This design comes from an exercise in tuning for small area, a short achievable clock period and few clock cycles on the open sky130 flow, not from production work.
In this exercise RTL edits were held to simulation tests only and were not proved equivalent to the original.

==> inputs of build 36 <==
Design hilo_md_ctrl, start of the top module:
module hilo_md_ctrl #(
    parameter int MUL_K  = 8,
    parameter int DATA_W = 32
) (
    input  logic              clk_i,
    input  logic              reset_i,
    input  logic              md_valid_i,
    output logic              md_ready_o,
    input  logic [2:0]        md_op_i,
    input  logic [DATA_W-1:0] md_src0_i,
    input  logic [DATA_W-1:0] md_src1_i,
    input  logic              flush_i,
    output logic [DATA_W-1:0] hi_o,
    output logic [DATA_W-1:0] lo_o,
    output logic              md_busy_o,
    output logic              md_done_o
);
    localparam int W   = DATA_W;
    localparam int NCH = W / MUL_K + 1;        
    localparam int ND  = MUL_K / 2;            
    localparam int BW  = NCH * MUL_K + 1;      
    localparam int LW  = (W < 4) ? 2 : (W < 8) ? 3 : (W < 16) ? 4 : (W < 32) ? 5 : (W < 64) ? 6 : 7;
    localparam logic [2:0] OP_MULT  = 3'd1;
    localparam logic [2:0] OP_MULTU = 3'd2;
    localparam logic [2:0] OP_DIV   = 3'd3;
    localparam logic [2:0] OP_DIVU  = 3'd4;
    localparam logic [2:0] OP_MTHI  = 3'd5;
    localparam logic [2:0] OP_MTLO  = 3'd6;
    typedef enum logic [1:0] {IDLE, MUL, DIV, FIX} state_t;
    state_t              state_q;
    logic                done_q;
    logic [W-1:0]        hi_q, lo_q;
    logic [2*W-1:0]      acc_q;      
    logic [W:0]          mc_q;       
    logic [W+1:0]        b_q;        
    logic [NCH-1:0]      oh_q;       
    logic [LW-1:0]       cnt_q;      
    logic                qneg_q, rneg_q;
    logic is_signed, s0_neg, s1_neg, div0;
    logic [W-1:0] neg_a, neg_b, neg_ya, neg_yb;
    logic         neg_sa, neg_sb;
  ...
Settings: LEC_CHECK=0, ABC_AREA=1, CAP_MARGIN=20, CORE_MARGIN=2, CORE_UTILIZATION=70, SETUP_SLACK_MARGIN=5, SLEW_MARGIN=20; clock period 11.0 ns.
run.sh (not shown) runs the stock make flow with config.mk's settings and CLKGATE_MAP_FILE= SYNTH_SCRIPT=/design/flow/synth_recipe.tcl, a recipe that flattens the netlist after the stock synthesis.
==> inputs of build 28, as changes to build 36 <==
--- a/flow/design.v
+++ b/flow/design.v
@@ -168,77 +168,76 @@
     assign dvs_s[0] = b_q;
     for (genvar i = 0; i < 2; i++) begin : g_dstep
         padd #(.N(W+3)) u_sub (.a({3'b0, rem_s[i]}), .b(~{1'b0, dvs_s[i]}), .ci(1'b1), .s(diff[i]), .co());
         assign rem_s[i+1] = diff[i][W+2] ? rem_s[i] : diff[i][W-1:0];
         assign quo_s[i+1] = {quo_s[i][W-2:0], !diff[i][W+2]};
         assign dvs_s[i+1] = dvs_s[i] >> 1;
     end
+    logic is_div_op;
+    assign is_div_op = (md_op_i == OP_DIV) || (md_op_i == OP_DIVU);
+    always_ff @(posedge clk_i) begin
+        one_q <= one_d;
+        two_q <= two_d;
+        neg_q <= neg_d;
+        if (state_q == IDLE) begin
+            acc_q  <= is_div_op ? {neg_ya, {W{1'b0}}} : '0;
+            oh_q   <= oh_in;
+            cnt_q  <= sh_e >> 1;
+            mc_q   <= mc_in;
+            b_q    <= is_div_op ? dvs_in : (W+2)'(mp_in);
+            qneg_q <= s0_neg ^ s1_neg;
+            rneg_q <= s0_neg;
+        end else begin
+            acc_q <= (state_q == MUL) ? acc_n : {rem_s[2], quo_s[2]};
+            oh_q  <= oh_q >> 1;
+            cnt_q <= cnt_q - LW'(1);
+            if (state_q != MUL) b_q <= dvs_s[2];
+        end
+    end
     always_ff @(posedge clk_i) begin
         done_q <= 1'b0;
         if (reset_i) begin
             state_q <= IDLE;
             hi_q    <= '0;
             lo_q    <= '0;
         end else if (flush_i) begin
             state_q <= IDLE;
         end else begin
             unique case (state_q)
                 IDLE: begin
                     if (md_valid_i) begin
-                        qneg_q <= s0_neg ^ s1_neg;
-                        rneg_q <= s0_neg;
                         unique case (md_op_i)
                             OP_MTHI: hi_q <= md_src0_i;
                             OP_MTLO: lo_q <= md_src0_i;
-                            OP_MULT, OP_MULTU: begin
-                                mc_q    <= mc_in;
-                                b_q     <= (W+2)'(mp_in);
-                                oh_q    <= oh_in;
-                                one_q   <= one_d;
-                                two_q   <= two_d;
-                                neg_q   <= neg_d;
-                                acc_q   <= '0;
-                                state_q <= MUL;
-                            end
+                            OP_MULT, OP_MULTU: state_q <= MUL;
                             OP_DIV, OP_DIVU: begin
                                 if (div0) begin
                                     hi_q   <= md_src0_i;
                                     lo_q   <= '1;
                                     done_q <= 1'b1;
                                 end else if (div_q0) begin
                                     hi_q   <= md_src0_i;
                                     lo_q   <= '0;
                                     done_q <= 1'b1;
                                 end else begin
-                                    acc_q   <= {neg_ya, {W{1'b0}}};
-                                    b_q     <= dvs_in;
-                                    cnt_q   <= sh_e >> 1;
                                     state_q <= DIV;
                                 end
                             end
                             default: ;
                         endcase
                     end
                 end
                 MUL: begin
-                    acc_q <= acc_n;
-                    oh_q  <= oh_q >> 1;
-                    one_q <= one_d;
-                    two_q <= two_d;
-                    neg_q <= neg_d;
                     if (oh_q[0]) begin
                         {hi_q, lo_q} <= acc_n;
                         done_q       <= 1'b1;
                         state_q      <= IDLE;
                     end
                 end
                 DIV: begin
-                    acc_q <= {rem_s[2], quo_s[2]};
-                    b_q   <= dvs_s[2];
-                    cnt_q <= cnt_q - LW'(1);
                     if (cnt_q == '0) begin
                         if (rneg_q || qneg_q) begin
                             state_q <= FIX;
                         end else begin
                             hi_q    <= rem_s[2];
                             lo_q    <= quo_s[2];
                             done_q  <= 1'b1;
==> flow/config.mk (replaced) <==
export PLATFORM = sky130hd
export DESIGN_NAME = hilo_md_ctrl
export DESIGN_NICKNAME = hilo_md_ctrl
export VERILOG_FILES = /design/flow/design.v
export SDC_FILE = /design/flow/constraint.sdc
export NUM_CORES = 4
export LEC_CHECK = 0
export ABC_AREA = 1
export CAP_MARGIN = 20
export CORE_MARGIN = 2
export CORE_UTILIZATION = 60
export SETUP_SLACK_MARGIN = 5
export SLEW_MARGIN = 20
==> inputs of build 35, as changes to build 36 <==
--- a/flow/design.v
+++ b/flow/design.v
@@ -168,77 +168,76 @@
     assign dvs_s[0] = b_q;
     for (genvar i = 0; i < 2; i++) begin : g_dstep
         padd #(.N(W+3)) u_sub (.a({3'b0, rem_s[i]}), .b(~{1'b0, dvs_s[i]}), .ci(1'b1), .s(diff[i]), .co());
         assign rem_s[i+1] = diff[i][W+2] ? rem_s[i] : diff[i][W-1:0];
         assign quo_s[i+1] = {quo_s[i][W-2:0], !diff[i][W+2]};
         assign dvs_s[i+1] = dvs_s[i] >> 1;
     end
+    logic is_div_op;
+    assign is_div_op = (md_op_i == OP_DIV) || (md_op_i == OP_DIVU);
+    always_ff @(posedge clk_i) begin
+        one_q <= one_d;
+        two_q <= two_d;
+        neg_q <= neg_d;
+        if (state_q == IDLE) begin
+            acc_q  <= is_div_op ? {neg_ya, {W{1'b0}}} : '0;
+            oh_q   <= oh_in;
+            cnt_q  <= sh_e >> 1;
+            mc_q   <= mc_in;
+            b_q    <= is_div_op ? dvs_in : (W+2)'(mp_in);
+            qneg_q <= s0_neg ^ s1_neg;
+            rneg_q <= s0_neg;
+        end else begin
+            acc_q <= (state_q == MUL) ? acc_n : {rem_s[2], quo_s[2]};
+            oh_q  <= oh_q >> 1;
+            cnt_q <= cnt_q - LW'(1);
+            if (state_q != MUL) b_q <= dvs_s[2];
+        end
+    end
     always_ff @(posedge clk_i) begin
         done_q <= 1'b0;
         if (reset_i) begin
             state_q <= IDLE;
             hi_q    <= '0;
             lo_q    <= '0;
         end else if (flush_i) begin
             state_q <= IDLE;
         end else begin
             unique case (state_q)
                 IDLE: begin
                     if (md_valid_i) begin
-                        qneg_q <= s0_neg ^ s1_neg;
-                        rneg_q <= s0_neg;
                         unique case (md_op_i)
                             OP_MTHI: hi_q <= md_src0_i;
                             OP_MTLO: lo_q <= md_src0_i;
-                            OP_MULT, OP_MULTU: begin
-                                mc_q    <= mc_in;
-                                b_q     <= (W+2)'(mp_in);
-                                oh_q    <= oh_in;
-                                one_q   <= one_d;
-                                two_q   <= two_d;
-                                neg_q   <= neg_d;
-                                acc_q   <= '0;
-                                state_q <= MUL;
-                            end
+                            OP_MULT, OP_MULTU: state_q <= MUL;
                             OP_DIV, OP_DIVU: begin
                                 if (div0) begin
                                     hi_q   <= md_src0_i;
                                     lo_q   <= '1;
                                     done_q <= 1'b1;
                                 end else if (div_q0) begin
                                     hi_q   <= md_src0_i;
                                     lo_q   <= '0;
                                     done_q <= 1'b1;
                                 end else begin
-                                    acc_q   <= {neg_ya, {W{1'b0}}};
-                                    b_q     <= dvs_in;
-                                    cnt_q   <= sh_e >> 1;
                                     state_q <= DIV;
                                 end
                             end
                             default: ;
                         endcase
                     end
                 end
                 MUL: begin
-                    acc_q <= acc_n;
-                    oh_q  <= oh_q >> 1;
-                    one_q <= one_d;
-                    two_q <= two_d;
-                    neg_q <= neg_d;
                     if (oh_q[0]) begin
                         {hi_q, lo_q} <= acc_n;
                         done_q       <= 1'b1;
                         state_q      <= IDLE;
                     end
                 end
                 DIV: begin
-                    acc_q <= {rem_s[2], quo_s[2]};
-                    b_q   <= dvs_s[2];
-                    cnt_q <= cnt_q - LW'(1);
                     if (cnt_q == '0) begin
                         if (rneg_q || qneg_q) begin
                             state_q <= FIX;
                         end else begin
                             hi_q    <= rem_s[2];
                             lo_q    <= quo_s[2];
                             done_q  <= 1'b1;
==> flow/flow/run.sh (new file) <==
#!/bin/bash
# The standard layout, with each input and output port buffered by the
# library's smallest buffer instead of the default port buffer cell.
# The whole make run's output goes to standard.log in this folder.
set -euo pipefail
bash standard.sh "BUFFER_PORTS_ARGS=-buffer_cell sky130_fd_sc_hd__buf_1" finish > standard.log 2>&1
==> flow/standard.sh (new file) <==
#!/bin/bash
# synth_recipe.tcl (not shown) runs the flow's synth.tcl, then flattens the netlist and writes it again
# the make line also repeats each setting of config.mk as NAME=value (left out here)
make -C /OpenROAD-flow-scripts/flow DESIGN_CONFIG=/design/flow/config.mk WORK_HOME=/design/flow/orfs CLKGATE_MAP_FILE= SYNTH_SCRIPT=/design/flow/synth_recipe.tcl "${@:-finish}"
==> flow/config.mk (replaced) <==
export PLATFORM = sky130hd
export DESIGN_NAME = hilo_md_ctrl
export DESIGN_NICKNAME = hilo_md_ctrl
export VERILOG_FILES = /design/flow/design.v
export SDC_FILE = /design/flow/constraint.sdc
export NUM_CORES = 4
export LEC_CHECK = 0
export ABC_AREA = 1
export CAP_MARGIN = 20
export CORE_MARGIN = 2
export CORE_UTILIZATION = 60
export CTS_BUF_LIST = sky130_fd_sc_hd__clkbuf_4
export SETUP_SLACK_MARGIN = 5
export SLEW_MARGIN = 20
removed: flow/run.sh
==> qor summary <==
	build 28	build 36	build 35
Final-report setup violation count	0	-	0
Cell area after technology mapping	0.02859 mm²	0.02994 mm²	0.02859 mm²
Max transition margin	12.72%	-	15.80%
Arr. time, crit path	6.51 ns	-	6.67 ns
Result of the run	finished clean	did not finish	finished clean
Stage where the flow stopped	-	5_1_grt	-
Final clock skew	0.02862 ns	-	0.07771 ns
Endpoint of the lowest-slack register-to-register path	hi_q[21]	-	hi_q[31]
Slowest library cell on the worst path	sky130_fd_sc_hd__o21ai_0	-	sky130_fd_sc_hd__nor4_1
Time the worst path needs with I/O delays and setup	6.053 ns	-	6.000 ns
Worst setup path start	md_src0_i[25]	-	md_src0_i[22]
Layout fillers	4041	-	4341
Highest clock frequency the design can meet	165.2 MHz	-	166.7 MHz
Tap cell count	607	-	607
Number of cells on the critical path	16	-	16
Syn Inst Count	4121	4220	4121
Clk_buf instances	35	-	95
Yosys top cell area share	14.72%	15.65%	14.72%
Start point of the worst min-delay path	cnt_q[0]	-	hi_q[15]
Testbench counts of build 36, summed over its fixed seeds: cycles 11,514.
Testbench counts of build 28, summed over its fixed seeds: cycles 11,514.
Testbench counts of build 35, summed over its fixed seeds: cycles 11,514.

port drivers added, routing unchanged:
No port has a modelled driver above. Below, the same layouts with a new extraction and two added sets of constraints. Step 1 (the two cells are an assumption about what drives the block):
set clk [get_ports {clk_i}]
set_driving_cell -lib_cell sky130_fd_sc_hd__clkbuf_16 $clk
set_driving_cell -lib_cell sky130_fd_sc_hd__buf_2 [delete_from_list [all_inputs] $clk]
Step 2 times the ports against the registers' clock, not the clock port: input delays grow and output delays shrink by t, the midpoint of the rising clock arrivals with the driver on. Slacks: ideal / step 1 / step 2; pairs: ideal / step 1.
run	shift t [ns]	slack for setup (ns)	worst setup path at the end
build 28	0.655	4.947 / 4.987 / 4.332	input to register
build 35	0.851	5.000 / 5.039 / 4.188	input to register
After both steps every run listed still meets setup and hold. The setup slack of build 35, which loses most, moves by +0.039 ns with the drivers and by -0.812 ns with both steps.
